Source: an optimization exercise on an open RTL-to-GDS flow (aim: small area, a short achievable clock period and few clock cycles per item). Production flows keep margins and buffers that such runs may drop.
Where RTL was checked, it was by simulation tests only, not by an equivalence proof against the original.
Only the layout flow was run in run 4; the RTL was not checked for function there.
Power and IR drop assume default switching activity.

### flow/design.v
`default_nettype none
`default_nettype wire
`default_nettype none
package cpu_pkg;
    typedef logic [16-1:0]  word_t;
    typedef logic [16-1:0]  addr_t;
    typedef logic [25-1:0] dram_addr_t;
    typedef logic [3:0]                  reg_idx_t;
    typedef enum logic [3:0] {
        OP_ADD  = 4'd0,
        OP_SUB  = 4'd1,
        OP_AND  = 4'd2,
        OP_OR   = 4'd3,
        OP_XOR  = 4'd4,
        OP_SHL  = 4'd5,
        OP_SHR  = 4'd6,
        OP_ADDI = 4'd7,
        OP_LDI  = 4'd8,
        OP_LD   = 4'd9,
        OP_ST   = 4'd10,
        OP_BRZ  = 4'd11
    } opcode_e;
    typedef enum logic [2:0] {
        IDLE,
        FETCH_INSTR,
        WAIT_INSTR,
        INSTR_OUT,
        FETCH_DATA,
        WAIT_DATA,
        DATA_OUT
    } seq_state_e;
endpackage
`default_nettype wire
`timescale 1ns/1ps
`default_nettype none
module cpu_top (
    input  wire         clk,
    input  wire         rst,
    output logic [24:0] dram_addr,
    output logic        dram_write_en,
    output logic [15:0] dram_write_data,
    input  wire  [15:0] dram_read_data,
    output logic [15:0] pc,
    output logic        retire
);
    logic [15:0] regs [16];
    logic [15:0] rv;                  
    logic [15:0] zf;                  
    logic [15:0] fa;                  
    logic        f0, f1, f2;          
    logic        lq0, lq1, lq2;       
    logic [3:0]  lq0_rd, lq1_rd, lq2_rd;
    logic        ev;                  
    logic        ei;                  
    logic        e_addsub, e_sub, e_and, e_or, e_xor, e_shl, e_shr, e_passb;
    logic        e_ld, e_st, e_wr;    
    logic        e_mem;               
    logic        e_taken;             
    logic        e_skip1, e_skip2;    
    logic        e_redir;             
    logic [3:0]  e_rd;
    logic [15:0] e_a, e_b, e_tgt;
    logic        s_mem;               
    logic        s_tgt;               
    logic        s_fa;                
    logic [15:0] e_res;
    logic [15:0] e_sum;
    logic [15:0] e_bx;
    logic [15:0] e_shl_r, e_shr_r;
    logic [15:0] e_other;
    logic        res_zero;
    logic        e_wen;
    logic        a_ok;
    logic        st_wen;
    logic        smc_hit;
    logic        flush;
    logic [15:0] pc1;
    assign e_bx    = e_b ^ {16{e_sub}};
    assign e_sum   = e_a + e_bx + {15'd0, e_sub};
    assign e_shl_r = e_a << e_b[3:0];
    assign e_shr_r = e_a >> e_b[3:0];
    assign e_other = ({16{e_and}}   & (e_a & e_b)) |
                     ({16{e_or}}    & (e_a | e_b)) |
                     ({16{e_xor}}   & (e_a ^ e_b)) |
                     ({16{e_shl}}   & e_shl_r)     |
                     ({16{e_shr}}   & e_shr_r)     |
                     ({16{e_passb}} & e_b);
    assign e_res   = e_addsub ? e_sum : e_other;
    logic [15:0] zk;
    logic [15:0] m_l, m_r;
    logic        z_as, z_and, z_or, z_xor, z_shl, z_shr, z_pb;
    assign zk    = {e_a[14:0] | e_bx[14:0], e_sub};
    assign z_as  = ((e_a ^ e_bx) == zk);
    assign z_and = ((e_a & e_b) == 16'h0000);
    assign z_or  = ((e_a | e_b) == 16'h0000);
    assign z_xor = (e_a == e_b);
    always_comb begin
        for (int i = 0; i < 16; i++) begin
            m_l[i] = (5'(i) + {1'b0, e_b[3:0]}) <= 5'd15;    
            m_r[i] = 4'(i) >= e_b[3:0];                      
        end
    end
    assign z_shl = ((e_a & m_l) == 16'h0000);
    assign z_shr = ((e_a & m_r) == 16'h0000);
    assign z_pb  = (e_b == 16'h0000);
    assign res_zero = (e_addsub & z_as) | (e_and & z_and) | (e_or & z_or) | (e_xor & z_xor) |
                      (e_shl & z_shl) | (e_shr & z_shr) | (e_passb & z_pb);
    assign e_wen   = (ev && e_wr) || ei;
    assign a_ok    = (e_a[15:11] != 5'b11111);
    assign st_wen  = e_st && a_ok;
    assign pc1     = pc + 16'd1;
    assign smc_hit = (e_a[15:2] == pc[15:2]) || (e_a[15:2] == fa[15:2]) ||
                     ((e_a == 16'h0000) && (pc >= 16'hF7FC));
    assign flush   = st_wen && smc_hit;
    assign dram_addr       = {9'd0, ({16{s_mem && a_ok}} & e_a) |
                                    ({16{s_tgt}}         & e_tgt) |
                                    ({16{s_fa}}          & fa)};
    assign dram_write_en   = st_wen;
    assign dram_write_data = e_b;
    assign retire          = ev;
    logic [15:0] ins;
    logic [3:0]  d_op, d_rd, d_rs, d_rt;
    logic        d_uses_rs, d_uses_rt, d_br, d_wr, d_mem;
    logic        haz;
    logic        kill_d;
    logic        go;
    logic        replay;
    logic [15:0] d_addr;
    logic [15:0] d_tgt;
    logic [15:0] ra, rb;
    logic        rz;
    assign ins  = dram_read_data;
    assign d_op = ins[15:12];
    assign d_rd = ins[11:8];
    assign d_rs = ins[7:4];
    assign d_rt = ins[3:0];
    assign d_uses_rs = (d_op <= 4'd7) || (d_op == 4'd9) || (d_op == 4'd10);
    assign d_uses_rt = (d_op <= 4'd6) || (d_op == 4'd10);
    assign d_br      = (d_op == 4'd11);
    assign d_wr      = (d_op <= 4'd9);
    assign d_mem     = (d_op == 4'd9) || (d_op == 4'd10);
    function automatic logic clash(input logic v, input logic [3:0] r,
                                   input logic urs, input logic urt, input logic ubr,
                                   input logic uwr, input logic [3:0] s, input logic [3:0] t,
                                   input logic [3:0] d);
        clash = v && ((urs && s == r) || (urt && t == r) || ((ubr || uwr) && d == r));
    endfunction
    assign haz = clash(e_ld, e_rd,   d_uses_rs, d_uses_rt, d_br, d_wr, d_rs, d_rt, d_rd) ||
                 clash(lq0,  lq0_rd, d_uses_rs, d_uses_rt, d_br, d_wr, d_rs, d_rt, d_rd) ||
                 clash(lq1,  lq1_rd, d_uses_rs, d_uses_rt, d_br, d_wr, d_rs, d_rt, d_rd);
    assign e_redir = e_taken && !e_skip1 && !e_skip2;
    assign kill_d  = e_taken || flush;
    assign go     = f2 && !kill_d && !haz;
    assign replay = f2 && !kill_d && haz;
    assign d_addr = ev ? pc1 : pc;
    assign d_tgt  = d_addr + 16'd1 + {{8{ins[7]}}, ins[7:0]};
    logic [15:0] sel_s, sel_t, sel_d;
    logic [15:0] rf_s, rf_t;
    logic        rf_z;
    always_comb begin
        rf_s = 16'h0000;
        rf_t = 16'h0000;
        rf_z = 1'b0;
        for (int i = 0; i < 16; i++) begin
            sel_s[i] = rv[i] && (d_rs == 4'(i));
            sel_t[i] = rv[i] && (d_rt == 4'(i));
            sel_d[i] = (d_rd == 4'(i));
            rf_s = rf_s | ({16{sel_s[i]}} & regs[i]);
            rf_t = rf_t | ({16{sel_t[i]}} & regs[i]);
            rf_z = rf_z | (sel_d[i] && (!rv[i] || zf[i]));
        end
        if (e_wen && e_rd == d_rs) ra = e_res;
        else                       ra = rf_s;
        if (e_wen && e_rd == d_rt) rb = e_res;
        else                       rb = rf_t;
        if (e_wen && e_rd == d_rd) rz = res_zero;
        else                       rz = rf_z;
    end
    logic [15:0] fa_next;
    logic [15:0] tgt1, fa1;
    logic        d_taken;
    logic        d_skip1, d_skip2;
    logic        d_tgt_ok;
    assign tgt1 = e_tgt + 16'd1;
    assign fa1  = fa + 16'd1;
    always_comb begin
        if (e_redir)               fa_next = tgt1;
        else if (flush || replay)  fa_next = d_addr;
        else if (!e_mem)           fa_next = fa1;
        else                       fa_next = fa;
    end
    assign d_taken  = go && d_br && rz;
    assign d_skip1  = (ins[7:0] == 8'd1) && f1;
    assign d_skip2  = (ins[7:0] == 8'd2) && f1 && f0;
    assign d_tgt_ok = (d_tgt[15:11] != 5'b11111);
    always_ff @(posedge clk) begin
        if (!rst) begin
            pc      <= 16'h0000;
            fa      <= 16'h0000;
            f0      <= 1'b0;
            f1      <= 1'b0;
            f2      <= 1'b0;
            lq0     <= 1'b0;
            lq1     <= 1'b0;
            lq2     <= 1'b0;
            ev      <= 1'b0;
            ei      <= 1'b0;
            e_ld    <= 1'b0;
            e_st    <= 1'b0;
            e_mem   <= 1'b0;
            e_taken <= 1'b0;
            e_skip1 <= 1'b0;
            e_skip2 <= 1'b0;
            s_mem   <= 1'b0;
            s_tgt   <= 1'b0;
            s_fa    <= 1'b1;
            rv      <= 16'h0000;
        end else begin
            if (ev) pc <= e_taken ? e_tgt : pc1;
            fa <= fa_next;
            if (e_redir) begin
                f0 <= 1'b1;
                f1 <= 1'b0;
                f2 <= 1'b0;
            end else if (flush || replay) begin
                f0 <= 1'b0;
                f1 <= 1'b0;
                f2 <= 1'b0;
            end else begin
                f0 <= !e_mem;
                f1 <= f0;
                f2 <= f1 && !e_skip2;
            end
            lq0 <= e_ld;
            lq1 <= lq0;
            lq2 <= lq1;
            ev      <= go;
            ei      <= lq2;
            e_ld    <= go && (d_op == 4'd9);
            e_st    <= go && (d_op == 4'd10);
            e_mem   <= go && d_mem;
            e_taken <= d_taken;
            e_skip1 <= d_taken && d_skip1;
            e_skip2 <= d_taken && d_skip2;
            s_mem   <= go && d_mem;
            s_tgt   <= d_taken && !d_skip1 && !d_skip2 && d_tgt_ok;
            s_fa    <= !(go && d_mem) && !(d_taken && !d_skip1 && !d_skip2) &&
                       (fa_next[15:11] != 5'b11111);
            if (e_wen) rv[e_rd] <= 1'b1;
        end
    end
    always_ff @(posedge clk) begin
        lq0_rd <= e_rd;
        lq1_rd <= lq0_rd;
        lq2_rd <= lq1_rd;
        if (e_wen) begin
            regs[e_rd] <= e_res;
            zf[e_rd]   <= res_zero;
        end
        e_addsub <= !lq2 && ((d_op == 4'd0) || (d_op == 4'd1) || (d_op == 4'd7));
        e_sub    <= !lq2 && (d_op == 4'd1);
        e_and    <= !lq2 && (d_op == 4'd2);
        e_or     <= !lq2 && (d_op == 4'd3);
        e_xor    <= !lq2 && (d_op == 4'd4);
        e_shl    <= !lq2 && (d_op == 4'd5);
        e_shr    <= !lq2 && (d_op == 4'd6);
        e_passb  <= lq2 || (d_op == 4'd8);
        e_wr     <= (d_op <= 4'd8);
        e_rd     <= lq2 ? lq2_rd : d_rd;
        e_a      <= ra;
        if (lq2)                 e_b <= dram_read_data;
        else if (d_op == 4'd7)   e_b <= {{12{ins[3]}}, ins[3:0]};
        else if (d_op == 4'd8)   e_b <= {8'h00, ins[7:0]};
        else                     e_b <= rb;
        e_tgt    <= d_tgt;
    end
endmodule
`default_nettype wire
### flow/constraint.sdc
create_clock -name core_clock -period 7.5 [get_ports {clk}]
set_input_delay 1.5000 -clock core_clock [delete_from_list [all_inputs] [get_ports {clk}]]
set_output_delay 1.5000 -clock core_clock [all_outputs]
set_load 0.01 [all_outputs]
### flow/config.mk
export PLATFORM = sky130hd
export DESIGN_NAME = cpu_top
export DESIGN_NICKNAME = cpu_top
export VERILOG_FILES = /design/flow/design.v
export SDC_FILE = /design/flow/constraint.sdc
export NUM_CORES = 4
export LEC_CHECK = 0
export CAP_MARGIN = 20
export CORE_MARGIN = 2
export CORE_UTILIZATION = 55
export PLACE_DENSITY = 0.75
export SETUP_SLACK_MARGIN = 3.8
export SLEW_MARGIN = 20
### flow/run.sh
#!/bin/bash
# synth_recipe.tcl (not shown) runs the flow's synth.tcl, then flattens the netlist and writes it again
# the make line also repeats each setting of config.mk as NAME=value (left out here)
make -C /OpenROAD-flow-scripts/flow DESIGN_CONFIG=/design/flow/config.mk WORK_HOME=/design/flow/orfs CLKGATE_MAP_FILE= SYNTH_SCRIPT=/design/flow/synth_recipe.tcl finish
==> summary.txt, run 1 <==
Outcome
  – Status: finished clean

Logic synthesis
  – Yosys warns: 1
  – Async S/R FF share, synth: 0%
  – Post-synthesis sequential area ratio: 45.5%
  – Commonest cells post-synth: 272 x edfxtp_1, 164 x nor2_1, 140 x clkbuf_1
  – Yosys cell types: just over 80
  – Largest cells by area after synthesis: edfxtp_1 34%, dfxtp_1 11%, ha_1 5.3%, a221oi_1 3.7%, a22o_1 3.6%
  – Top-count cell post-synth: edfxtp_1
  – Syn Inst Count: 2360
  – Synth area leader: edfxtp_1
  – Post-synth EDFFs: 272
  – Top_reg_cell synth: edfxtp_1
  – Cell area after synthesis: 24000 um^2
  – Avg Synthesized Cell Area: 10.2 um^2
  – #FFs+latches synth: 409
  – Post-synth top area share: about a third

Clock tree
  – Clock-pin slew on the worst setup and hold paths: ~0.07 ns
  – TritonCTS Sinks: 409
  – CTS Buf Count: 43
  – CTS tree: done
  – Clock Latency Late Sink: 0.62 ns
  – CTS Hold Bufs: 0
  – CTS root buffer: clkbuf_16
  – Clock Tree Buf Depth: 3
  – H-Tree Depth: 2

Detailed routing
  – DRC errors left: 0
  – Via count: approximately 22000
  – Vias per std cell: ~7.2
  – Pre-antenna DRT Iters: 10
  – Routed WL per cell: 29.4 um
  – DRT Wirelength: 88000 um
  – Initial DRC Count: 3680
  – Final ANT Viol Nets: 0

Global route
  – Vias in the first global route: 20613
  – Congestion Overflow GR: 0
  – Largest net degree at the start of global routing: 53
  – Global-route wire length before repair: 128000 um
  – Tot GR Track Use: between 30% and 40%
  – Initial antenna violation count: 4

Critical path
  – Setup CP Type: reg2out
  – Setup crit end kind: output port
  – Crit path DAT: 2.26 ns
  – Crit Path Max Fanout: 6
  – Startpoint types: register
  – CP Data Required Time: 6.00 ns

Power
  – Pwr Total: around 5 mW
  – Peak supply drop: roughly 0.00023 V
  – Cell area power density: ~190 nW/um^2
  – Pleak: around 10 nW

Floorplan
  – Die H: 213 um
  – Die area: 45300 um^2
  – Core box area: 43100 um^2
  – Starting Density: 55.7%
  – Row count: 76
  – Die W: 213 um
  – I/O pins: 77

Place
  – Post-detail-place hpwl: 55100 um
  – DP Area: 25200 um^2
  – RD Place Congestion: about 1
  – Placed Instances: 2885
  – IO Port Bufs: 67
  – Post-Place Setup Slack: roughly 2.3 ns

STA
  – Final setup margin: 3.74 ns
  – Final critical-path share of the clock period: 50.1%
  – Max Fclk: approximately 270 MHz
  – Worst-Margin Slew: 1.31 ns
  – Fin crit period: around 3.8 ns
  – Slew Limit Fails: 0
  – Setup tns final: 0 ns
  – Slew margin rel.: 12.7%
  – RSZ-0062 raised after global routing: yes
  – Clock skew: 0.0396 ns
  – Setup Viol. Count Final: 0
  – Final hold vios: 0

Layout
  – Final instance area: between 20000 and 30000 um^2
  – P&R area growth vs syn: 12.8%
  – Share of cells above drive strength 1: 13.5%
  – Non-Filler Instances: 2990
  – # nets final: 2492
  – # fillers: 3498

Flow run
  – Max-cap violations: 0

Min path
  – Hold Path Class: reg2reg
## flip-flops by register name, summed over array words and instances (netlist names), 4 cells and up
signal / count
regs: 256
e_a: 16
e_b: 16
e_tgt: 16
fa: 16
pc: 16
rv: 16
zf: 16
e_rd: 4
lq0_rd: 4
lq1_rd: 4
lq2_rd: 4
## placed cells by master (no fill, tap or decap), types with 22 or more instances in the layout
cell	count
nand4_1	46
nand2_1	116
edfxtp_1	272
nor2_1	149
xor2_1	91
xnor2_1	72
clkdlybuf4s50_1	35
ha_1	101
nand3_1	77
a221oi_1	101
mux2_2	29
clkbuf_16	47
and3_1	50
dfxtp_1	118
a22oi_1	105
buf_4	70
nor4_1	28
nor2b_1	22
o21ai_0	110
a21oi_1	77
inv_1	108
nor3_1	35
a22o_1	98
## layout make-up
class                      instances  area (um^2)  area share (%)
inverter                         113          439            1.62
tap                              585          732            2.70
antenna                            1         2.50         0.00925
timing repair buffer             152         1340            4.95
multi-input combinational       1651        12100            44.8
sequential                       409        11000            40.5
clock inverter                    24          260           0.962
clock buffer                      55         1200            4.44
## kinds of logic after synthesis
| kind of cell | Yosys count | synth area share, % |
|---|---|---|
| other cells | 1 | 0.0156 |
| mux | 64 | 3.81 |
| simple gates | 631 | 13.1 |
| fa+ha+maj | 104 | 5.49 |
| buf+inv | 309 | 5.26 |
| flops | 409 | 45.5 |
| xor+xnor | 167 | 6.10 |
| compound gates | 675 | 20.7 |
## worst max-delay path, cell delays in order, from the launching register on
cell	delay (ns)
dfxtp_2	0.33
buf_8	0.11
and3_4	0.19
a31oi_4	0.10
buf_6	0.17
buf_4	0.13
a222oi_1	0.38
inv_1	0.09
clkbuf_2	0.14
## power by group
group	internal [mW]	total [mW]	leakage (nW)	switching [mW]
logic	0.123	0.348	5.79	0.226
clock network	1.29	2.24	0.728	0.949
registers	2.43	2.48	3.61	0.0491
## per-stage QoR
| step | utilization [%] | hold slack [ns] |
|---|---|---|
| after global routing | 62.8 | 0.443 |
| after detailed placement | 58.4 | 0.418 |
| after floorplan | - | 0.326 |
| after global placement | 58.4 | 0.425 |
| final | 62.8 | 0.433 |
| after CTS | 62.2 | 0.429 |
## timing repair
item / CTS / global route
cloned: 1 / 4
endpoints found under the hold margin: 0 / 0
pin swaps: 15 / 20
buffers inserted: 8 / 12
setup endpoints to repair: 186 / 156
resized for setup: 81 / 112
## path summary, 6_finish.rpt
path / start / endpoint / slack [ns] / cells past startpoint
min: lq1_rd[1]$_DFF_P_ / lq2_rd[1]$_DFF_P_ / 0.43 / 0
min reg2reg: lq1_rd[1]$_DFF_P_ / lq2_rd[1]$_DFF_P_ / 0.43 / 0
max: e_a[14]$_DFF_P_ / dram_addr[0] / 3.74 / 8
max reg2reg: e_a[7]$_DFF_P_ / e_b[7]$_DFF_P_ / 3.88 / 10
## layer usage
| metal | GRT usage [%] | share of wire [%] | up-vias |
|---|---|---|---|
| li1 | - | - | 9022 |
| met1 | 47.9 | 36 | 10252 |
| met2 | 58.1 | 43 | 1827 |
| met3 | 12.6 | 14 | 479 |
| met4 | 21.6 | 6.8 | 6 |
| met5 | 0 | 0.043 | - |
Testbench counts, summed over its fixed seeds: cycles 53,226, instructions 38,400.
==> run 2: changes to the inputs <==
--- a/flow/config.mk
+++ b/flow/config.mk
@@ -10,2 +10,4 @@
 export CORE_UTILIZATION = 55
+export CTS_BUF_LIST = sky130_fd_sc_hd__clkbuf_4 sky130_fd_sc_hd__clkbuf_8
+export CTS_CLUSTER_SIZE = 30
 export PLACE_DENSITY = 0.75
==> run 2 against run 1 <==
Against the previous run:
- largest cell class unchanged
- fmax increased by 0.72%
- via count decreased by 0.15%
- still clean on timing, DRC and antenna
- utilization decreased by 0.42 points
- synthesized cell count unchanged
- final cell count increased by 1.2%
- critical endpoint is now e_a[3]$_DFF_P_
- register-to-register slack improved by 0.04 ns
- worst hold slack got worse by 0.0032 ns
- total power decreased by 4.0%
- first-iteration DRC count decreased by 5.1%
- worst setup slack improved by 0.027 ns
- critical path depth decreased by 1
==> summary.txt, run 2 <==
Place
  – IO Port Bufs: 67
  – Post-detail-place hpwl: 55100 um
  – Placed Instances: approximately 2900
  – RD Place Congestion: 1.01
  – DP Area: ~25000 um^2
  – Post-Place Setup Slack: 2.33 ns

Layout
  – # nets final: approximately 2500
  – Non-Filler Instances: 3026
  – Max reg flops: 256
  – Final instance area: 26900 um^2
  – P&R area growth vs syn: 12.1%
  – Share of cells above drive strength 1: roughly 15%
  – Top reg by flops: regs
  – Commonest non-fill, non-tap cells in the layout: 272 x edfxtp_1, 149 x nor2_1, 116 x nand2_1
  – # fillers: around 3500
  – Most common cell after layout, fill and taps aside: edfxtp_1
  – Final Util: 62.4%

Power
  – Peak supply drop: 0.000249 V
  – Sequential share of power: 51.0%
  – Logic gate share of total power: around 7.1%
  – Pleak: 10.1 nW
  – Sw Ratio: 24.8%
  – Clk pwr share: roughly two fifths
  – Sw Pwr: approximately 1.2 mW
  – Pwr Total: 4.86 mW
  – P_int: 3.65 mW
  – Cell area power density: 181 nW/um^2

Floorplan
  – Die W: 213 um
  – Core box area: 43100 um^2
  – Die H: 213 um
  – Starting Density: 55.7%
  – I/O pins: 77
  – Die area: 45300 um^2
  – Row count: 76

Detailed routing
  – DRC errors left: 0
  – Initial DRC Count: 3491
  – Via count: 21553
  – DRT Wirelength: around 87000 um
  – Pre-antenna DRT Iters: 9
  – Vias per std cell: 7.12
  – Final ANT Viol Nets: 0
  – Routed WL per cell: between 20 and 30 um

Logic synthesis
  – Top_reg_cell synth: edfxtp_1
  – Post-synth top area share: 34.1%
  – Async S/R FF share, synth: 0%
  – Cell area after synthesis: 24000 um^2
  – #FFs+latches synth: 409
  – Top-count cell post-synth: edfxtp_1
  – Synth area leader: edfxtp_1
  – Syn Inst Count: 2360
  – Avg Synthesized Cell Area: 10.2 um^2
  – Yosys warns: 1
  – Commonest cells post-synth: 272 x edfxtp_1, 164 x nor2_1, 140 x clkbuf_1
  – Post-synth EDFFs: 272
  – Largest cells by area after synthesis: edfxtp_1 34%, dfxtp_1 11%, ha_1 5.3%, a221oi_1 3.7%, a22o_1 3.6%
  – Post-synthesis sequential area ratio: approximately 45%
  – Yosys cell types: just over 80

STA
  – Final hold vios: 0
  – Fin crit period: between 3 and 4 ns
  – Setup tns final: 0 ns
  – Setup Viol. Count Final: 0
  – Worst-Margin Slew: around 1.3 ns
  – Slew margin rel.: 11.0%
  – RSZ-0062 raised after global routing: yes
  – Slew Limit Fails: 0
  – Max Fclk: 268 MHz
  – Clock skew: 0.0435 ns
  – Final setup margin: 3.77 ns
  – Hold slack: 0.430 ns
  – Final critical-path share of the clock period: 49.7%

Critical path
  – Worst r2r src: e_b[2]$_DFF_P_
  – Crit Path Max Fanout: 17
  – Crit path DAT: 4.24 ns
  – Startpoint types: primary input
  – Crit Reg-Reg Endpoint: zf[5]$_DFFE_PP_
  – Reg2reg setup slack: 3.92 ns
  – FF-to-FF path depth: 12
  – Setup CP Type: in2reg
  – CP Data Required Time: 8.01 ns
  – Setup crit end kind: register

Min path
  – Hold Path Class: reg2reg
  – WHS Path Cells: 0
  – Hold endpoint: lq2_rd[1]$_DFF_P_
  – Hold path startpoint: lq1_rd[1]$_DFF_P_

Global route
  – Congestion Overflow GR: 0
  – Tot GR Track Use: 38.1%
  – Vias in the first global route: about 21000
  – Largest net degree at the start of global routing: 53
  – Global-route wire length before repair: between 100000 and 150000 um
  – Initial antenna violation count: 6

Clock tree
  – Clock Tree Buf Depth: 3
  – CTS Hold Bufs: 0
  – Clock-pin slew on the worst setup and hold paths: ~0.060 ns
  – CTS root buffer: clkbuf_8
  – CTS tree: done
  – Clock Latency Late Sink: 0.66 ns
  – TritonCTS Sinks: 409
  – H-Tree Depth: 3
  – CTS Buf Count: 69

Outcome
  – Status: finished clean

Flow run
  – Max-cap violations: 0
-- run 2: cell types whose count changed in the layout (fill, tap and decap cells not counted), sizes merged --
| cell | delta |
|---|---|
| buf | -1 |
| clkdlybuf4s15 | -1 |
| inv | -1 |
| diode | +4 |
| clkinv | +1 |
| bufinv | -3 |
| clkdlybuf4s18 | +1 |
| clkbuf | +36 |
-- run 2: worst max-delay path by stage --
stage,from,cells after the start,endpoint
final,dram_read_data[6],7,e_a[3]$_DFF_P_
after global routing,e_a[14]$_DFF_P_,7,dram_addr[8]
after CTS,dram_read_data[13],10,s_fa$_SDFF_PN1_
after detailed placement,dram_read_data[9],10,fa[8]$_SDFFE_PN0P_
after global placement,dram_read_data[9],10,fa[2]$_SDFFE_PN0P_
after floorplan,dram_read_data[12],10,s_fa$_SDFF_PN1_
-- run 2: repair_timing --
item	in CTS	in global routing
endpoints found under the setup margin	184	133
pin swaps	17	19
gates cloned	2	2
gates resized for setup	122	74
buffers inserted	6	6
-- run 2: routing by layer --
layer  share of wire [%]  wire length, um  track usage [%]  vias to the layer above
li1                    -                -                -                     9065
met1                  36            31500             47.4                    10299
met2                  44            38200             57.8                     1721
met3                  13            11700             12.4                      460
met4                 6.8             5980             22.9                        8
met5               0.058               51            0.334                        -
-- run 2: worst max-delay path, stage by stage --
cell,delay [ns]
dlygate4sd2_1,0.51
nor2b_1,0.34
and3_1,1.10
a22oi_1,0.24
nand3_1,0.17
nor3_1,0.07
a21oi_1,0.29
-- run 2: layout make-up --
cell class / count / area (um^2) / share of cell area (%)
multi-input cells: 1651 / 12100 / 45.1
clock buffers: 99 / 1240 / 4.60
well taps: 585 / 732 / 2.72
clock inverters: 21 / 146 / 0.545
diodes: 5 / 12.5 / 0.0465
flip-flops and latches: 409 / 11000 / 40.8
inverters: 113 / 435 / 1.62
repair buffers: 143 / 1230 / 4.58
-- run 2: power groups by stage --
stage / Combinational [mW] / Clock [mW] / Sequential (mW)
after floorplan: 0.234 / 0 / 2.50
after global placement: 0.320 / 0 / 2.53
after detailed placement: 0.328 / 0 / 2.53
after CTS: 0.329 / 2.05 / 2.48
after global routing: 0.372 / 2.15 / 2.48
final: 0.345 / 2.03 / 2.48
-- run 2: logic make-up after synthesis --
group / after synthesis / synth area share (%)
multiplexers: 64 / 3.81
XOR/XNOR: 167 / 6.10
buffers and inverters: 309 / 5.26
AO/OA/AOI/OAI: 675 / 20.7
other: 1 / 0.0156
adder cells (fa/ha/maj): 104 / 5.49
AND/OR/NAND/NOR: 631 / 13.1
flip-flops: 409 / 45.5
==> run 3: changes to the inputs <==
--- a/flow/config.mk
+++ b/flow/config.mk
@@ -9,6 +9,4 @@
 export CORE_MARGIN = 2
-export CORE_UTILIZATION = 55
-export CTS_BUF_LIST = sky130_fd_sc_hd__clkbuf_4 sky130_fd_sc_hd__clkbuf_8
-export CTS_CLUSTER_SIZE = 30
-export PLACE_DENSITY = 0.75
+export CORE_UTILIZATION = 40
+export PLACE_DENSITY = 0.6
 export SETUP_SLACK_MARGIN = 3.8
==> run 3 against run 2 <==
Against the previous run:
- utilization is 16 points lower
- count of clock-buffer cells in the layout is 51 lower
- synthesized cell count stayed put
- register-to-register slack worse by 0.04 ns
- routed wire length is 7.1% higher
==> summary.txt, run 3 <==
Outcome
  – Status: finished clean

Floorplan
  – I/O pins: between 70 and 80
  – Core box area: around 59000 um^2
  – Die area: 61900 um^2
  – Row count: 89
  – Die H: 249 um
  – Starting Density: approximately 40%
  – Die W: roughly 250 um

Detailed routing
  – Final ANT Viol Nets: 0
  – Via count: 21157
  – Pre-antenna DRT Iters: 9
  – Initial DRC Count: ~3400
  – Vias per std cell: 6.64
  – DRT Wirelength: 93700 um
  – DRC errors left: 0
  – Routed WL per cell: 29.4 um

Logic synthesis
  – Syn Inst Count: between 2000 and 2500
  – Commonest cells post-synth: 272 x edfxtp_1, 164 x nor2_1, 140 x clkbuf_1
  – Yosys cell types: 81
  – #FFs+latches synth: 409
  – Async S/R FF share, synth: 0%
  – Post-synthesis sequential area ratio: 45.5%
  – Cell area after synthesis: 24000 um^2
  – Post-synth top area share: 34.1%
  – Post-synth EDFFs: 272
  – Avg Synthesized Cell Area: 10.2 um^2
  – Top-count cell post-synth: edfxtp_1
  – Synth area leader: edfxtp_1
  – Top_reg_cell synth: edfxtp_1
  – Yosys warns: 1
  – Largest cells by area after synthesis: edfxtp_1 34%, dfxtp_1 11%, ha_1 5.3%, a221oi_1 3.7%, a22o_1 3.6%

STA
  – Fin crit period: 3.71 ns
  – Setup tns final: 0 ns
  – Worst-Margin Slew: between 1 and 1.5 ns
  – Clock skew: 0.0345 ns
  – Setup Viol. Count Final: 0
  – Slew Limit Fails: 0
  – Final critical-path share of the clock period: 49.5%
  – RSZ-0062 raised after global routing: yes
  – Final setup margin: 3.79 ns
  – Hold slack: 0.422 ns
  – Max Fclk: 270 MHz
  – Final hold vios: 0
  – Slew margin rel.: 13.0%

Clock tree
  – CTS Hold Bufs: 0
  – CTS Buf Count: between 40 and 50
  – Clock Latency Late Sink: 0.60 ns
  – H-Tree Depth: 2
  – Clock-pin slew on the worst setup and hold paths: 0.06 ns
  – TritonCTS Sinks: 409
  – CTS tree: done
  – Clock Tree Buf Depth: 3
  – CTS root buffer: clkbuf_16

Layout
  – P&R area growth vs syn: 14.3%
  – # nets final: between 2000 and 3000
  – Top reg by flops: regs
  – Final instance area: 27400 um^2
  – Commonest non-fill, non-tap cells in the layout: 272 x edfxtp_1, 149 x nor2_1, 121 x dfxtp_1
  – Most common cell after layout, fill and taps aside: edfxtp_1
  – Final Util: 46.3%
  – Share of cells above drive strength 1: between 10 and 15%
  – Ant diodes: 0
  – Max reg flops: between 200 and 300

Power
  – Peak supply drop: between 0.00015 and 0.0002 V
  – Cell area power density: 186 nW/um^2
  – Pleak: 10.2 nW

Critical path
  – Crit path DAT: 2.21 ns
  – Setup CP Type: reg2out
  – Worst Path Buf+Inv: 5
  – Crit Path Max Fanout: 6
  – Setup crit end kind: output port
  – Critical path's slowest cell: dfxtp_2
  – Critical path's top delay family: buffers and inverters
  – Slowest stage delay, CP: 0.34 ns
  – CP cell instances: buf_8 > and3_4 > a31oi_4 > buf_6 > buf_6 > a222oi_1 > inv_1 > buf_2
  – Startpoint types: register
  – Crit path top cell by count: buf_6
  – CP Data Required Time: 6.00 ns

Min path
  – Hold Path Class: reg2reg

Place
  – DP Area: 25500 um^2
  – RD Place Congestion: 1.04
  – Post-Place Setup Slack: 2.27 ns
  – IO Port Bufs: 67
  – Post-detail-place hpwl: 58700 um

Global route
  – GR Layer Usage met2: 46.4%
  – Tot GR Track Use: 29.0%
  – Vias in the first global route: ~20000
  – Largest net degree at the start of global routing: 51
  – Initial antenna violation count: 4
  – M3 GR Usage: 7.40%
  – Congestion Overflow GR: 0
  – Met1 Track Usage GR: between 30% and 40%
  – Global-route wire length before repair: 136000 um
  – Busiest grt layer: met2

Flow run
  – Max-cap violations: 0
-- run 3: cell counts after synthesis --
Identical to the previous run, type by type.
-- run 3: cell families after synthesis --
logic type | Yosys count | synth area share [%]
buf+inv | 309 | 5.26
mux | 64 | 3.81
xor+xnor | 167 | 6.10
simple gates | 631 | 13.1
other cells | 1 | 0.0156
fa+ha+maj | 104 | 5.49
flops | 409 | 45.5
compound gates | 675 | 20.7
-- run 3: report_power, final --
group	switching, mW	internal, mW
Sequential	0.0476	2.43
Combinational	0.233	0.125
Clock	0.941	1.32
Total	1.22	3.88
-- run 3: final cells by class --
type	count	area (um^2)
inverters	113	435
well taps	773	967
flip-flops and latches	409	11000
clock buffers	48	1110
multi-input cells	1651	12200
clock inverters	30	383
repair buffers	160	1370
fillers	5448	31700
-- run 3: metal layers --
| metal | vias up | part of all wire (%) |
|---|---|---|
| met5 | - | 0.027 |
| met4 | 4 | 5.7 |
| met3 | 373 | 11 |
| met2 | 1540 | 45 |
| met1 | 10220 | 38 |
| li1 | 9020 | - |
-- run 3: path summary, 6_finish.rpt --
| path | start | endpoint | cells after the start | slack (ns) |
|---|---|---|---|---|
| min reg2reg | e_skip2$_SDFF_PN0_ | f2$_SDFF_PP0_ | 1 | 0.42 |
| max | e_a[14]$_DFF_P_ | dram_addr[6] | 8 | 3.79 |
| min | e_skip2$_SDFF_PN0_ | f2$_SDFF_PP0_ | 1 | 0.42 |
| max reg2reg | e_b[2]$_DFF_P_ | e_b[11]$_DFF_P_ | 13 | 3.88 |
-- run 3: repair_timing --
action	4_1_cts	5_1_grt
pin swaps	18	21
cloned	2	3
buffers inserted	11	4
resized for setup	128	91
setup endpoints to repair	252	187
-- run 3: through the flow --
stage | power, mW | instances
after floorplan | 2.73 | 2368
after global placement | 2.86 | 3086
after detailed placement | 2.86 | 3086
after CTS | 5.11 | 3177
after global routing | 5.24 | 3184
final | 5.10 | 3184
==> run 4: changes to the inputs <==
--- a/flow/design.v
+++ b/flow/design.v
@@ -61,3 +61,3 @@
     logic [3:0]  e_rd;
-    logic [15:0] e_a, e_b, e_tgt;
+    logic [15:0] e_a, e_b;            
     logic        s_mem;               
@@ -68,3 +68,4 @@
     logic [15:0] e_bx;
-    logic [15:0] e_shl_r, e_shr_r;
+    logic [15:0] e_p, e_g;
+    logic [15:0] e_shx, e_shy, e_shyr;
     logic [15:0] e_other;
@@ -79,9 +80,16 @@
     assign e_sum   = e_a + e_bx + {15'd0, e_sub};
-    assign e_shl_r = e_a << e_b[3:0];
-    assign e_shr_r = e_a >> e_b[3:0];
-    assign e_other = ({16{e_and}}   & (e_a & e_b)) |
-                     ({16{e_or}}    & (e_a | e_b)) |
-                     ({16{e_xor}}   & (e_a ^ e_b)) |
-                     ({16{e_shl}}   & e_shl_r)     |
-                     ({16{e_shr}}   & e_shr_r)     |
+    assign e_p     = e_a ^ e_bx;
+    assign e_g     = e_a & e_bx;
+    always_comb begin
+        for (int i = 0; i < 16; i++) e_shx[i] = e_shr ? e_a[15 - i] : e_a[i];
+    end
+    assign e_shy = e_shx << e_b[3:0];
+    always_comb begin
+        for (int i = 0; i < 16; i++) e_shyr[i] = e_shy[15 - i];
+    end
+    assign e_other = ({16{e_and}}   & e_g)         |
+                     ({16{e_or}}    & (e_p | e_g)) |
+                     ({16{e_xor}}   & e_p)         |
+                     ({16{e_shl}}   & e_shy)       |
+                     ({16{e_shr}}   & e_shyr)      |
                      ({16{e_passb}} & e_b);
@@ -89,9 +97,9 @@
     logic [15:0] zk;
-    logic [15:0] m_l, m_r;
-    logic        z_as, z_and, z_or, z_xor, z_shl, z_shr, z_pb;
-    assign zk    = {e_a[14:0] | e_bx[14:0], e_sub};
-    assign z_as  = ((e_a ^ e_bx) == zk);
-    assign z_and = ((e_a & e_b) == 16'h0000);
-    assign z_or  = ((e_a | e_b) == 16'h0000);
-    assign z_xor = (e_a == e_b);
+    logic [15:0] m_l;
+    logic        z_as, z_and, z_or, z_xor, z_sh, z_pb;
+    assign zk    = {e_p[14:0] | e_g[14:0], e_sub};
+    assign z_as  = (e_p == zk);
+    assign z_and = (e_g == 16'h0000);
+    assign z_or  = ((e_p | e_g) == 16'h0000);
+    assign z_xor = (e_p == 16'h0000);
     always_comb begin
@@ -99,10 +107,8 @@
             m_l[i] = (5'(i) + {1'b0, e_b[3:0]}) <= 5'd15;    
-            m_r[i] = 4'(i) >= e_b[3:0];                      
-        end
-    end
-    assign z_shl = ((e_a & m_l) == 16'h0000);
-    assign z_shr = ((e_a & m_r) == 16'h0000);
+        end
+    end
+    assign z_sh  = ((e_shx & m_l) == 16'h0000);
     assign z_pb  = (e_b == 16'h0000);
     assign res_zero = (e_addsub & z_as) | (e_and & z_and) | (e_or & z_or) | (e_xor & z_xor) |
-                      (e_shl & z_shl) | (e_shr & z_shr) | (e_passb & z_pb);
+                      ((e_shl | e_shr) & z_sh) | (e_passb & z_pb);
     assign e_wen   = (ev && e_wr) || ei;
@@ -115,3 +121,3 @@
     assign dram_addr       = {9'd0, ({16{s_mem && a_ok}} & e_a) |
-                                    ({16{s_tgt}}         & e_tgt) |
+                                    ({16{s_tgt}}         & e_b) |
                                     ({16{s_fa}}          & fa)};
@@ -183,3 +189,3 @@
     logic        d_tgt_ok;
-    assign tgt1 = e_tgt + 16'd1;
+    assign tgt1 = e_b + 16'd1;
     assign fa1  = fa + 16'd1;
@@ -218,3 +224,3 @@
         end else begin
-            if (ev) pc <= e_taken ? e_tgt : pc1;
+            if (ev) pc <= e_taken ? e_b : pc1;
             fa <= fa_next;
@@ -273,4 +279,4 @@
         else if (d_op == 4'd8)   e_b <= {8'h00, ins[7:0]};
+        else if (d_br)           e_b <= d_tgt;
         else                     e_b <= rb;
-        e_tgt    <= d_tgt;
     end
==> run 4 against run 3 <==
Against the previous run:
- total power is 1.1% lower
- critical path depth stayed put
- synthesized area is 2.4% lower
- count of clock-buffer cells in the layout is 8 higher
- still clean on timing, DRC and antenna
- worst setup slack worse by 0.17 ns
- worst hold slack better by 0.0029 ns
- final cell count is 2.4% lower
==> summary.txt, run 4 <==
Logic synthesis
  – Commonest cells post-synth: 272 x edfxtp_1, 150 x clkbuf_1, 137 x nand2_1
  – #FFs+latches synth: 393
  – Post-synthesis sequential area ratio: 45.2%
  – Syn Inst Count: 2300
  – Largest family of logic cells by synthesized area: compound AO/OA/AOI/OAI gates
  – Top-count cell post-synth: edfxtp_1
  – Avg Synthesized Cell Area: roughly 10 um^2
  – Top_reg_cell synth: edfxtp_1
  – Post-Synth XOR/XNOR Area: 6.25%
  – Synth area leader: edfxtp_1
  – Cell area after synthesis: about 23000 um^2
  – Largest cells by area after synthesis: edfxtp_1 35%, dfxtp_1 10%, xor2_1 4.3%, ha_1 3.9%, a221oi_1 3.8%
  – Simple-gate area share of the yosys netlist: 13.2%
  – Post-synthesis mux area share: 3.56%
  – Yosys warns: 1
  – Yosys cell types: 89
  – Post-synth EDFFs: around 270
  – Post-synth top area share: 34.9%
  – Complex-gate fraction of the synthesized area: 21.9%
  – Synth Area in Adders: under 10%
  – Async S/R FF share, synth: 0%

Layout
  – P&R area growth vs syn: 14.4%
  – Top reg by flops: regs
  – Most common cell after layout, fill and taps aside: edfxtp_1
  – Max reg flops: 256
  – # fillers: 5319
  – # nets final: 2402
  – Commonest non-fill, non-tap cells in the layout: 272 x edfxtp_1, 137 x nand2_1, 116 x nor2_1
  – Ant diodes: 0
  – Share of cells above drive strength 1: around 15%

STA
  – Fin crit period: 3.88 ns
  – Worst-Margin Slew: roughly 1.1 ns
  – Setup tns final: 0 ns
  – Hold slack: 0.425 ns
  – Setup Viol. Count Final: 0
  – Slew margin rel.: roughly 27%
  – Final critical-path share of the clock period: 51.7%
  – Max Fclk: around 260 MHz
  – Final hold vios: 0
  – Clock skew: 0.0470 ns
  – RSZ-0062 raised after global routing: yes
  – Slew Limit Fails: 0

Critical path
  – Setup CP Type: reg2out
  – CP Data Required Time: 6.00 ns
  – Crit Path Max Fanout: 6
  – Setup crit end kind: output port
  – Crit path DAT: 2.38 ns
  – Startpoint types: register

Floorplan
  – Core box area: about 58000 um^2
  – Row count: 88
  – I/O pins: 77
  – Die area: 60500 um^2
  – Die W: 246 um
  – Starting Density: approximately 40%
  – Die H: between 200 and 250 um

Clock tree
  – CTS Buf Count: 43
  – Clock Latency Late Sink: 0.60 ns
  – Clock-pin slew on the worst setup and hold paths: about 0.060 ns
  – H-Tree Depth: 2
  – CTS tree: done
  – TritonCTS Sinks: 393
  – Clock Tree Buf Depth: 3
  – CTS root buffer: clkbuf_16

Place
  – RD Place Congestion: 0.970
  – IO Port Bufs: 67
  – Post-detail-place hpwl: 59100 um

Global route
  – Initial antenna violation count: 3
  – Vias in the first global route: slightly below 20000
  – Largest net degree at the start of global routing: 56
  – Global-route wire length before repair: 133000 um
  – Tot GR Track Use: 29.6%
  – Congestion Overflow GR: 0

Power
  – Pleak: 9.82 nW
  – Peak supply drop: 0.000175 V
  – Cell area power density: 188 nW/um^2

Detailed routing
  – Routed WL per cell: 29.7 um
  – Pre-antenna DRT Iters: 10
  – Initial DRC Count: around 3300
  – Final ANT Viol Nets: 0
  – Via count: approximately 21000
  – DRC errors left: 0
  – DRT Wirelength: 92300 um
  – Vias per std cell: about 6.8

Min path
  – Hold Path Class: reg2reg

Outcome
  – Status: finished clean

Flow run
  – Max-cap violations: 0
run 4: stage by stage:
stage	instance area (um^2)	utilization, %	std cells	total power [mW]	setup slack (ns)
4_1_cts	26600	46.0	3094	5.03	3.57
3_3_place_gp	24800	42.8	2994	2.83	2.54
2_1_floorplan	23500	-	2308	2.69	3.47
6_report	26800	46.4	3106	5.04	3.62
5_1_grt	26800	46.4	3106	5.18	3.51
3_5_place_dp	24800	42.8	2994	2.84	2.51
run 4: area by class of cell:
type	instances	area [um^2]	area share (%)
repair buffers	171	1430	5.35
flip-flops and latches	393	10600	39.7
repair inverters	1	5.00	0.0187
inverters	110	440	1.64
clock buffers	56	1200	4.47
clock inverters	21	265	0.990
multi-input cells	1589	11900	44.3
well taps	765	957	3.57
run 4: critical path: stages (launching register included):
cell and delay [ns]:
dfxtp_4 0.39, clkinvlp_4 0.14, nor3_4 0.22, nand3_2 0.12, and2_4 0.23, buf_6 0.12
a222oi_1 0.35, inv_1 0.08, buf_2 0.15
run 4: repair_timing:
action / CTS / global route
resized for setup: 155 / 63
pin swaps: 26 / 18
gates cloned: 3 / 0
hold buffers: 0 / 0
setup buffers: 20 / 12
endpoints found under the setup margin: 201 / 160
run 4: worst paths after layout:
check                                       start           endpoint  slack, ns  cells after the start
worst max-delay path              e_a[12]$_DFF_P_       dram_addr[9]       3.62                      8
worst min-delay path            lq0_rd[3]$_DFF_P_  lq1_rd[3]$_DFF_P_       0.43                      0
worst max register to register     e_b[3]$_DFF_P_    e_b[11]$_DFF_P_       3.82                     13
worst min register to register  lq0_rd[3]$_DFF_P_  lq1_rd[3]$_DFF_P_       0.43                      0
run 4: cell families after synthesis:
kind of cell,after synthesis
AOI/OAI and AO/OA,675
adders and majority gates,75
buffers and inverters,327
xor gates and xnor gates,167
DFF,393
other,1
and+or+nand+nor,605
muxes,57
run 4: report_power, final:
part / switching, mW / total [mW] / internal, mW
registers: 0.0405 / 2.39 / 2.35
clock network: 0.921 / 2.20 / 1.28
logic: 0.293 / 0.453 / 0.160
total: 1.25 / 5.04 / 3.79
run 4: layer usage:
metal | up-vias | wire (um) | global-route usage (%)
li1 | 8813 | - | -
met1 | 10128 | 34900 | 37.1
met2 | 1633 | 40400 | 46.2
met3 | 397 | 11300 | 8.47
met4 | 2 | 5710 | 15.3
met5 | - | 11 | 0.327
==> run 5: changes to the inputs <==
--- a/flow/design.v
+++ b/flow/design.v
@@ -63,2 +63,3 @@
     logic        s_mem;               
+    logic        st_wen;              
     logic        s_tgt;               
@@ -73,4 +74,2 @@
     logic        e_wen;
-    logic        a_ok;
-    logic        st_wen;
     logic        smc_hit;
@@ -114,4 +113,2 @@
     assign e_wen   = (ev && e_wr) || ei;
-    assign a_ok    = (e_a[15:11] != 5'b11111);
-    assign st_wen  = e_st && a_ok;
     assign pc1     = pc + 16'd1;
@@ -120,3 +117,3 @@
     assign flush   = st_wen && smc_hit;
-    assign dram_addr       = {9'd0, ({16{s_mem && a_ok}} & e_a) |
+    assign dram_addr       = {9'd0, ({16{s_mem}}         & e_a) |
                                     ({16{s_tgt}}         & e_b) |
@@ -220,2 +217,3 @@
             s_mem   <= 1'b0;
+            st_wen  <= 1'b0;
             s_tgt   <= 1'b0;
@@ -250,3 +248,4 @@
             e_skip2 <= d_taken && d_skip2;
-            s_mem   <= go && d_mem;
+            s_mem   <= go && d_mem && (ra[15:11] != 5'b11111);
+            st_wen  <= go && (d_op == 4'd10) && (ra[15:11] != 5'b11111);
             s_tgt   <= d_taken && !d_skip1 && !d_skip2 && d_tgt_ok;
--- a/flow/config.mk
+++ b/flow/config.mk
@@ -9,4 +9,6 @@
 export CORE_MARGIN = 2
-export CORE_UTILIZATION = 40
-export PLACE_DENSITY = 0.6
+export CORE_UTILIZATION = 55
+export CTS_BUF_LIST = sky130_fd_sc_hd__clkbuf_4 sky130_fd_sc_hd__clkbuf_8
+export CTS_CLUSTER_SIZE = 30
+export PLACE_DENSITY = 0.75
 export SETUP_SLACK_MARGIN = 3.8
==> run 5 against run 4 <==
Against the previous run:
- sequential power about the same
- clock power down 2%
- cell area fell by 0.85%
- synthesized cell count shrank 0.61%
- routed wire length decreased by 5.2%
- sequential share of layout area increased by 0.44 points
- sequential cell count is 1 higher
- utilization increased by 17 points
- total power is 0.95% lower
- die area down 27%
- register-to-register slack improved by 0.03 ns
- largest power group unchanged
==> summary.txt, run 5 <==
Outcome
  – Status: finished clean

Global route
  – Busiest grt layer: met2
  – Largest net degree at the start of global routing: 58
  – Tot GR Track Use: a little under 40%
  – Met1 Track Usage GR: 49.6%
  – M3 GR Usage: 8.82%
  – Initial antenna violation count: 1
  – Congestion Overflow GR: 0
  – GR Layer Usage met2: between 50% and 60%
  – Global-route wire length before repair: 127000 um
  – Vias in the first global route: between 20000 and 25000

Detailed routing
  – DRT Wirelength: ~88000 um
  – Final ANT Viol Nets: 0
  – Routed WL per cell: 30.3 um
  – Via count: 21258
  – Pre-antenna DRT Iters: 9
  – Vias per std cell: about 7.4
  – DRC errors left: 0
  – Initial DRC Count: 3964

Power
  – Sw Pwr: 1.23 mW
  – Peak supply drop: 0.000173 V
  – Pwr Total: 4.99 mW
  – Pleak: 9.70 nW
  – Sequential share of power: 47.9%
  – Clk pwr share: 43.3%
  – Logic gate share of total power: 8.8%
  – P_int: 3.76 mW
  – Sw Ratio: about a quarter
  – Cell area power density: 188 nW/um^2

Critical path
  – CP Data Required Time: 6.00 ns
  – Reg2reg setup slack: 3.85 ns
  – Setup CP Type: reg2out
  – Setup crit end kind: output port
  – Startpoint types: register
  – Crit Path Max Fanout: 7
  – Crit path DAT: 2.18 ns

STA
  – Clock skew: 0.0584 ns
  – Final critical-path share of the clock period: 49.0%
  – Setup tns final: 0 ns
  – Max Fclk: 272 MHz
  – Final hold vios: 0
  – Slew margin rel.: 24.6%
  – RSZ-0062 raised after global routing: yes
  – Worst-Margin Slew: between 1 and 1.5 ns
  – Slew Limit Fails: 0
  – Fin crit period: 3.68 ns
  – Setup Viol. Count Final: 0

Logic synthesis
  – Synth area leader: edfxtp_1
  – Top-count cell post-synth: edfxtp_1
  – Cell area after synthesis: 23500 um^2
  – Syn Inst Count: 2286
  – Yosys warns: 1
  – Largest cells by area after synthesis: edfxtp_1 35%, dfxtp_1 10%, xor2_1 4.4%, a221oi_1 3.8%, a22o_1 3.8%
  – Post-synthesis mux area share: around 3.6%
  – Complex-gate fraction of the synthesized area: 22.3%
  – Post-Synth XOR/XNOR Area: about 6.3%
  – Commonest cells post-synth: 272 x edfxtp_1, 161 x nand2_1, 158 x clkbuf_1
  – Top_reg_cell synth: edfxtp_1
  – Post-synth top area share: 34.8%
  – Synth Area in Adders: 3.69%
  – Simple-gate area share of the yosys netlist: between 10% and 20%
  – Avg Synthesized Cell Area: 10.3 um^2
  – Post-synthesis sequential area ratio: 45.2%
  – Post-synth EDFFs: 272
  – #FFs+latches synth: about 400
  – Async S/R FF share, synth: 0%
  – Largest family of logic cells by synthesized area: compound AO/OA/AOI/OAI gates
  – Yosys cell types: between 90 and 100

Clock tree
  – CTS root buffer: clkbuf_8
  – TritonCTS Sinks: 394
  – Clock Latency Late Sink: 0.65 ns
  – Clock Tree Buf Depth: 3
  – CTS Hold Bufs: 0
  – CTS Buf Count: 68
  – CTS tree: done
  – H-Tree Depth: 3
  – Clock-pin slew on the worst setup and hold paths: 0.06 ns

Floorplan
  – Row count: 75
  – Die W: 211 um
  – Die area: 44300 um^2
  – Starting Density: 55.8%
  – I/O pins: 77
  – Die H: around 210 um
  – Core box area: around 42000 um^2

Layout
  – Commonest non-fill, non-tap cells in the layout: 272 x edfxtp_1, 159 x nand2_1, 117 x xor2_1
  – # nets final: approximately 2400
  – Max reg flops: 256
  – Top reg by flops: regs
  – Ant diodes: 0
  – Share of cells above drive strength 1: 16.9%
  – P&R area growth vs syn: 13.2%
  – # fillers: 3405
  – Most common cell after layout, fill and taps aside: edfxtp_1

Place
  – Post-detail-place hpwl: 56700 um
  – RD Place Congestion: 0.981
  – IO Port Bufs: 67

Min path
  – Hold Path Class: reg2reg

Flow run
  – Max-cap violations: 0
run 5: cell types whose count changed after synthesis, sizes merged, moves of 9 or more:
cell,previous run,this run
o211ai,14,27
a222oi,34,25
o21ai,86,76
a21oi,78,67
clkbuf,152,161
nor3,33,22
inv,107,89
nand4,45,35
nor2,131,120
nand2,137,161
run 5: layer usage:
| metal | vias to the layer above | wire, um |
|---|---|---|
| li1 | 8814 | - |
| met1 | 10023 | 31000 |
| met2 | 1921 | 38600 |
| met3 | 500 | 11900 |
| met4 | 0 | 6090 |
| met5 | - | 0 |
run 5: area by class of cell:
type / count / area, um^2 / area share (%)
repair buffers: 158 / 1360 / 5.12
repair inverters: 1 / 5.00 / 0.0188
multi-input cells: 1587 / 12000 / 45.2
inverters: 90 / 348 / 1.31
flip-flops and latches: 394 / 10700 / 40.1
well taps: 539 / 674 / 2.54
clock buffers: 93 / 1200 / 4.51
clock inverters: 28 / 323 / 1.21
run 5: critical path, cell delays in order, from the launching register on:
cell	delay, ns
dfxtp_1	0.71
a222oi_1	0.22
inv_1	0.09
clkdlybuf4s50_1	0.53
run 5: final timing paths:
check	endpoint	startpoint	cells past startpoint
max	dram_addr[15]	e_b[15]$_DFF_P_	3
min	lq1_rd[2]$_DFF_P_	lq0_rd[2]$_DFF_P_	0
max reg2reg	s_tgt$_SDFF_PN0_	pc[1]$_SDFFE_PN0P_	16
min reg2reg	lq1_rd[2]$_DFF_P_	lq0_rd[2]$_DFF_P_	0
run 5: repair_timing:
action                     in CTS  in global routing
buffers inserted                7                 17
gates cloned                    1                  0
pin swaps                       7                 26
resized for setup             108                 78
setup endpoints to repair     136                 55
run 5: logic make-up (layout without fill, tap and decap cells):
logic type	after synthesis	count (layout)
compound gates	680	680
simple gates	602	602
fa+ha+maj	68	68
flops	394	394
mux	61	61
buf+inv	313	370
xor+xnor	167	167
other cells	1	9
run 5: power groups by stage:
| stage | clock network (mW) | logic [mW] | registers (mW) |
|---|---|---|---|
| after CTS | 2.17 | 0.411 | 2.39 |
| after global placement | 0 | 0.392 | 2.43 |
| after floorplan | 0 | 0.283 | 2.41 |
| after detailed placement | 0 | 0.399 | 2.43 |
| after global routing | 2.27 | 0.467 | 2.39 |
| final | 2.16 | 0.440 | 2.39 |
run 5: through the flow:
step	util [%]	setup slack, ns	instance area, um^2	hold slack, ns	instances
floorplan	-	3.44	23600	0.326	2294
global placement	58.2	2.34	24500	0.408	2744
detailed placement	58.2	2.28	24500	0.410	2744
global route	63.2	3.75	26600	0.432	2890
finish	63.2	3.82	26600	0.418	2890
CTS	62.5	3.80	26300	0.417	2873
Testbench counts of run 5, summed over its fixed seeds: cycles 53,226, instructions 38,400.
==> run 6: changes to the inputs <==
--- a/flow/config.mk
+++ b/flow/config.mk
@@ -9,6 +9,4 @@
 export CORE_MARGIN = 2
-export CORE_UTILIZATION = 55
-export CTS_BUF_LIST = sky130_fd_sc_hd__clkbuf_4 sky130_fd_sc_hd__clkbuf_8
-export CTS_CLUSTER_SIZE = 30
-export PLACE_DENSITY = 0.75
+export CORE_UTILIZATION = 40
+export PLACE_DENSITY = 0.6
 export SETUP_SLACK_MARGIN = 3.8
==> run 6 against run 5 <==
Against the previous run:
- critical path depth rose by 7
- still clean on timing, DRC and antenna
- critical endpoint is now s_fa$_SDFF_PN1_
- non-clock buffer count rose by 2
- synthesized cell count did not move
- worst hold slack got worse by 0.0061 ns
==> summary.txt, run 6 <==
Floorplan
  – Starting Density: 40.6%
  – Die H: 246 um
  – I/O pins: 77
  – Die W: 246 um
  – Row count: a little under 90
  – Core box area: 57800 um^2
  – Die area: ~61000 um^2

Global route
  – Vias in the first global route: 19911
  – Global-route wire length before repair: 134000 um
  – Congestion Overflow GR: 0
  – Tot GR Track Use: 30.0%
  – Initial antenna violation count: 3
  – Largest net degree at the start of global routing: between 50 and 60

Critical path
  – Reg2reg setup slack: just under 4 ns
  – Crit Path Max Fanout: 9
  – Crit path DAT: 4.15 ns
  – Worst r2r src: e_b[6]$_DFF_P_
  – CP Data Required Time: 7.97 ns
  – Startpoint types: primary input
  – Crit Reg-Reg Endpoint: s_fa$_SDFF_PN1_
  – Setup CP Type: in2reg
  – Setup crit end kind: register
  – FF-to-FF path depth: 13

Power
  – Peak supply drop: 0.000194 V
  – Cell area power density: 186 nW/um^2
  – Sequential share of power: 47.8%
  – Clk pwr share: 43.2%
  – Pleak: about 9.7 nW
  – Logic gate share of total power: between 8 and 9%
  – Sw Pwr: 1.26 mW
  – P_int: 3.74 mW
  – Sw Ratio: about a quarter

Logic synthesis
  – Cell area after synthesis: 23500 um^2
  – Syn Inst Count: 2286
  – Simple-gate area share of the yosys netlist: 13.3%
  – Top_reg_cell synth: edfxtp_1
  – Top-count cell post-synth: edfxtp_1
  – Commonest cells post-synth: 272 x edfxtp_1, 161 x nand2_1, 158 x clkbuf_1
  – Synth area leader: edfxtp_1
  – Avg Synthesized Cell Area: 10.3 um^2
  – Post-synthesis sequential area ratio: 45.2%
  – Post-synthesis mux area share: 3.65%
  – #FFs+latches synth: slightly below 400
  – Largest family of logic cells by synthesized area: compound AO/OA/AOI/OAI gates
  – Yosys cell types: 96
  – Complex-gate fraction of the synthesized area: 22.3%
  – Async S/R FF share, synth: 0%
  – Synth Area in Adders: 3.69%
  – Post-Synth XOR/XNOR Area: between 6 and 7%
  – Post-synth top area share: 34.8%
  – Largest cells by area after synthesis: edfxtp_1 35%, dfxtp_1 10%, xor2_1 4.4%, a221oi_1 3.8%, a22o_1 3.8%
  – Yosys warns: 1
  – Post-synth EDFFs: 272

STA
  – Final hold vios: 0
  – Final critical-path share of the clock period: 49.2%
  – Slew margin rel.: between 20% and 30%
  – Max Fclk: 271 MHz
  – Setup Viol. Count Final: 0
  – Slew Limit Fails: 0
  – Worst-Margin Slew: 1.06 ns
  – Clock skew: 0.0398 ns
  – RSZ-0062 raised after global routing: yes
  – Fin crit period: 3.69 ns
  – Setup tns final: 0 ns

Detailed routing
  – Via count: 20865
  – Pre-antenna DRT Iters: 14
  – Routed WL per cell: between 30 and 40 um
  – Initial DRC Count: 3262
  – DRC errors left: 0
  – Final ANT Viol Nets: 0
  – DRT Wirelength: 93300 um
  – Vias per std cell: ~6.8

Min path
  – Hold endpoint: lq1_rd[1]$_DFF_P_
  – Hold Path Class: reg2reg
  – WHS Path Cells: 0
  – Hold path startpoint: lq0_rd[1]$_DFF_P_

Layout
  – # nets final: 2363
  – Reg area: 10700 um^2
  – # fillers: 5340
  – Multi-input gate area: 12200 um^2
  – Most common cell after layout, fill and taps aside: edfxtp_1
  – Share of cells above drive strength 1: 15.7%
  – Commonest non-fill, non-tap cells in the layout: 272 x edfxtp_1, 157 x nand2_1, 113 x xor2_1
  – Final Util: a little under half
  – Top reg by flops: regs
  – P&R area growth vs syn: 14.7%
  – Max reg flops: 256
  – Ant diodes: 0

Clock tree
  – CTS Buf Count: 43
  – Clock-pin slew on the worst setup and hold paths: roughly 0.06 ns
  – CTS Hold Bufs: 0
  – CTS tree: done
  – Clock Latency Late Sink: 0.59 ns
  – Clock Tree Buf Depth: 3
  – CTS root buffer: clkbuf_16
  – TritonCTS Sinks: around 400
  – H-Tree Depth: 2

Place
  – IO Port Bufs: 67
  – RD Place Congestion: 0.996
  – Post-detail-place hpwl: 60400 um

Outcome
  – Status: finished clean

Flow run
  – Max-cap violations: 0
## run 6: changes by cell type in the layout (fill, tap and decap cells not counted), sizes merged
cell and change:
clkdlybuf4s15 -2, clkinvlp -4, clkbuf -34, dlygate4sd2 -1, clkdlybuf4s50 +1, clkdlybuf4s18 +1
buf +2, bufinv -2, dlymetal6s2s -1, clkinv +1
## run 6: cells by family after synthesis
logic type,count (synthesis)
xor+xnor,167
flops,394
compound gates,680
simple gates,602
buf+inv,313
mux,61
fa+ha+maj,68
other cells,1
## run 6: metrics by stage
step                hold WS, ns  power [mW]  setup slack (ns)  cell area, um^2  std cells
CTS                       0.413        4.99              3.71            26600       3065
floorplan                 0.326        2.69              3.44            23600       2294
finish                    0.412        5.00              3.81            26900       3077
detailed placement        0.406        2.84              2.28            24800       2973
global placement          0.406        2.84              2.38            24800       2973
global route              0.428        5.13              3.72            26900       3077
## run 6: power by group through the flow
stage | combinational [mW] | sequential, mW | clock (mW)
5_1_grt | 0.475 | 2.39 | 2.26
3_5_place_dp | 0.404 | 2.44 | 0
6_report | 0.446 | 2.39 | 2.16
4_1_cts | 0.423 | 2.39 | 2.18
3_3_place_gp | 0.400 | 2.44 | 0
2_1_floorplan | 0.283 | 2.41 | 0
## run 6: layout make-up
cell class | count | share of cell area, %
clock buffer | 57 | 4.30
clock inverter | 23 | 0.948
inverter | 90 | 1.29
multi-input combinational | 1587 | 45.2
sequential | 394 | 39.6
tap | 765 | 3.56
timing repair buffer | 160 | 5.06
timing repair inverter | 1 | 0.0186
## run 6: how the worst max path moves through the flow
stage	end	slack, ns	start
finish	s_fa$_SDFF_PN1_	3.81	dram_read_data[2]
global placement	s_mem$_SDFF_PN0_	2.38	dram_read_data[7]
global route	s_fa$_SDFF_PN1_	3.72	dram_read_data[2]
detailed placement	s_mem$_SDFF_PN0_	2.28	dram_read_data[7]
floorplan	s_tgt$_SDFF_PN0_	3.44	dram_read_data[0]
CTS	s_fa$_SDFF_PN1_	3.71	e_b[3]$_DFF_P_
## run 6: layer usage
metal	track usage (%)	wire (um)
met3	5.97	10700
met2	46.8	41500
met5	0	24
met4	15.3	5540
met1	39.4	35600
## run 6: timing repair
| action | CTS | global route |
|---|---|---|
| hold endpoints to repair | 0 | 0 |
| pin swaps | 7 | 22 |
| setup endpoints to repair | 218 | 58 |
| resized for setup | 109 | 96 |
| gates cloned | 1 | 0 |
| setup buffers | 11 | 12 |
## run 6: worst max-delay path, stage by stage
cell and delay [ns]:
clkdlybuf4s18_2 0.39, xor2_2 0.22, nor4_4 0.07, a222oi_1 0.37, nor2b_2 0.14, or4_1 0.59, nor2_4 0.17, o2111ai_4 0.20
or2_2 0.39, o311a_1 0.11
==> run 7: changes to the inputs <==
==> flow/flow/run.sh (new file) <==
#!/bin/bash
# The standard layout (standard.sh: ORFS from synthesis to the final
# layout), with one change: the ports get the smallest plain buffer instead
# of the delay cells buffer_ports picks by default. Repair still sizes the
# buffers on critical ports up. ORFS writes each step's full log under
# orfs/logs/; the make output goes to standard.log here.
set -o pipefail
export BUFFER_PORTS_ARGS="-buffer_cell sky130_fd_sc_hd__buf_1"
bash standard.sh > standard.log 2>&1
==> flow/standard.sh (new file) <==
#!/bin/bash
# synth_recipe.tcl (not shown) runs the flow's synth.tcl, then flattens the netlist and writes it again
# the make line also repeats each setting of config.mk as NAME=value (left out here)
make -C /OpenROAD-flow-scripts/flow DESIGN_CONFIG=/design/flow/config.mk WORK_HOME=/design/flow/orfs CLKGATE_MAP_FILE= SYNTH_SCRIPT=/design/flow/synth_recipe.tcl "${@:-finish}"
removed: flow/run.sh
==> run 7 against run 6 <==
Against the previous run:
- total power up 2.1%
- die area unchanged
- final cell count up 0.42%
- critical path type unchanged
- critical endpoint is now e_b[12]$_DFF_P_
- largest power group unchanged
==> summary.txt, run 7 <==
Layout
  – Most common cell after layout, fill and taps aside: edfxtp_1
  – Share of cells above drive strength 1: 16.2%
  – # nets final: 2378
  – Max reg flops: 256
  – Final instance area: around 27000 um^2
  – Top reg by flops: regs
  – # fillers: 5330
  – Ant diodes: 0
  – Commonest non-fill, non-tap cells in the layout: 272 x edfxtp_1, 159 x nand2_1, 113 x xor2_1
  – P&R area growth vs syn: 14.3%
  – Non-Filler Instances: 3090

STA
  – Worst-Margin Slew: 1.23 ns
  – Final critical-path share of the clock period: 49.6%
  – Clock skew: 0.0662 ns
  – Final setup margin: 3.78 ns
  – RSZ-0062 raised after global routing: yes
  – Final hold vios: 0
  – Setup Viol. Count Final: 0
  – Max Fclk: around 270 MHz
  – Fin crit period: 3.72 ns
  – Slew margin rel.: 17.7%
  – Slew Limit Fails: 0
  – Setup tns final: 0 ns

Critical path
  – Setup crit end kind: register
  – CP Data Required Time: 7.97 ns
  – Setup CP Type: in2reg
  – Crit path DAT: 4.19 ns
  – Crit Path Max Fanout: 16
  – Startpoint types: primary input

Clock tree
  – H-Tree Depth: 2
  – Clock Latency Late Sink: 0.60 ns
  – CTS tree: done
  – TritonCTS Sinks: slightly below 400
  – CTS root buffer: clkbuf_16
  – Clock-pin slew on the worst setup and hold paths: 0.06 ns
  – Clock Tree Buf Depth: 3
  – CTS Hold Bufs: 0
  – CTS Buf Count: 44

Logic synthesis
  – Top-count cell post-synth: edfxtp_1
  – Yosys cell types: 96
  – Commonest cells post-synth: 272 x edfxtp_1, 161 x nand2_1, 158 x clkbuf_1
  – Async S/R FF share, synth: 0%
  – Post-synth EDFFs: 272
  – Yosys warns: 1
  – #FFs+latches synth: between 300 and 400
  – Syn Inst Count: around 2300
  – Post-synthesis sequential area ratio: 45.2%
  – Post-synth top area share: 34.8%
  – Avg Synthesized Cell Area: 10.3 um^2
  – Largest cells by area after synthesis: edfxtp_1 35%, dfxtp_1 10%, xor2_1 4.4%, a221oi_1 3.8%, a22o_1 3.8%
  – Cell area after synthesis: between 20000 and 25000 um^2
  – Synth area leader: edfxtp_1
  – Top_reg_cell synth: edfxtp_1

Global route
  – Largest net degree at the start of global routing: 58
  – Initial antenna violation count: 2
  – Vias in the first global route: about 20000
  – Global-route wire length before repair: 133000 um
  – Tot GR Track Use: 29.5%
  – Congestion Overflow GR: 0

Floorplan
  – Die W: around 250 um
  – Starting Density: slightly above 40%
  – Die H: 246 um
  – Core box area: about 58000 um^2
  – Row count: about 90
  – I/O pins: slightly below 80
  – Die area: ~60000 um^2

Min path
  – Hold Path Class: reg2reg

Detailed routing
  – Via count: 21032
  – Initial DRC Count: between 3000 and 4000
  – DRC errors left: 0
  – Routed WL per cell: 29.8 um
  – Vias per std cell: about 6.8
  – Final ANT Viol Nets: 0
  – Pre-antenna DRT Iters: 9
  – DRT Wirelength: 92000 um

Outcome
  – Status: finished clean

Power
  – Sw Ratio: between 20% and 30%
  – Peak supply drop: 0.000217 V
  – P_int: roughly 3.9 mW
  – Pleak: between 9 and 10 nW
  – Sw Pwr: around 1.2 mW
  – Sequential share of power: 46.8%
  – Cell area power density: 190 nW/um^2
  – Logic gate share of total power: 8.8%
  – Clk pwr share: 44.5%

Flow run
  – Max-cap violations: 0

Place
  – Post-detail-place hpwl: 59100 um
  – DP Area: approximately 24000 um^2
  – Post-Place Setup Slack: 2.61 ns
  – IO Port Bufs: 67
  – Placed Instances: slightly below 3000
  – RD Place Congestion: 0.993
==> run 7: cell families after synthesis <==
logic type / count (synthesis) / synth area share [%]
DFF: 394 / 45.2
AOI/OAI and AO/OA: 680 / 22.3
and+or+nand+nor: 602 / 13.3
adders and majority gates: 68 / 3.69
other: 1 / 0.0160
xor gates and xnor gates: 167 / 6.26
muxes: 61 / 3.65
buffers and inverters: 313 / 5.64
==> run 7: power groups by stage <==
stage	logic, mW	clock network, mW	registers, mW
CTS	0.411	2.29	2.39
floorplan	0.283	0	2.41
global route	0.476	2.37	2.39
detailed placement	0.390	0	2.44
finish	0.447	2.27	2.39
global placement	0.385	0	2.44
==> run 7: per-layer routing <==
layer / up-vias / wire (um) / part of all wire (%) / GRT usage [%]
li1: 8781 / - / - / -
met2: 1617 / 40400 / 44 / 46.0
met3: 439 / 10200 / 11 / 6.20
met1: 10191 / 35200 / 38 / 37.7
met4: 4 / 6120 / 6.6 / 17.7
met5: - / 35 / 0.038 / 0
==> run 7: metrics by stage <==
stage	util, %	total power [mW]	hold WS [ns]
final	46.4	5.11	0.423
after global routing	46.4	5.24	0.442
after CTS	45.4	5.09	0.424
after detailed placement	42.1	2.83	0.415
after global placement	42.1	2.82	0.407
after floorplan	-	2.69	0.326
==> run 7: worst paths after layout <==
path	start	to	slack (ns)	cells past startpoint
max reg2reg	pc[0]$_SDFFE_PN0P_	s_tgt$_SDFF_PN0_	3.81	15
min	lq0_rd[0]$_DFF_P_	lq1_rd[0]$_DFF_P_	0.42	0
max	dram_read_data[3]	e_b[12]$_DFF_P_	3.78	10
min reg2reg	lq0_rd[0]$_DFF_P_	lq1_rd[0]$_DFF_P_	0.42	0
==> run 7: repair_timing <==
action                                  4_1_cts  5_1_grt
setup buffers                                15       25
hold endpoints to repair                      0        0
gates resized for setup                      66       95
pin swaps                                    12       24
endpoints found under the setup margin      175       58
gates cloned                                  1        0
==> run 7: final cells by class <==
type	count	area [um^2]	area share (%)
Multi-Input combinational cell	1587	12200	45.4
Sequential cell	394	10700	39.7
Timing Repair Buffer	174	1170	4.38
Clock buffer	53	1160	4.34
Tap cell	765	957	3.57
Inverter	90	348	1.30
Clock inverter	26	345	1.29
Timing Repair inverter	1	5.00	0.0187
==> run 7: worst max-delay path: stages <==
cell	delay, ns
buf_2	0.31
nor2b_1	0.29
and3_1	0.99
a22o_1	0.24
a221oi_1	0.05
and3_1	0.21
nand4_1	0.20
o211ai_2	0.13
o21ai_1	0.10
a221o_1	0.15
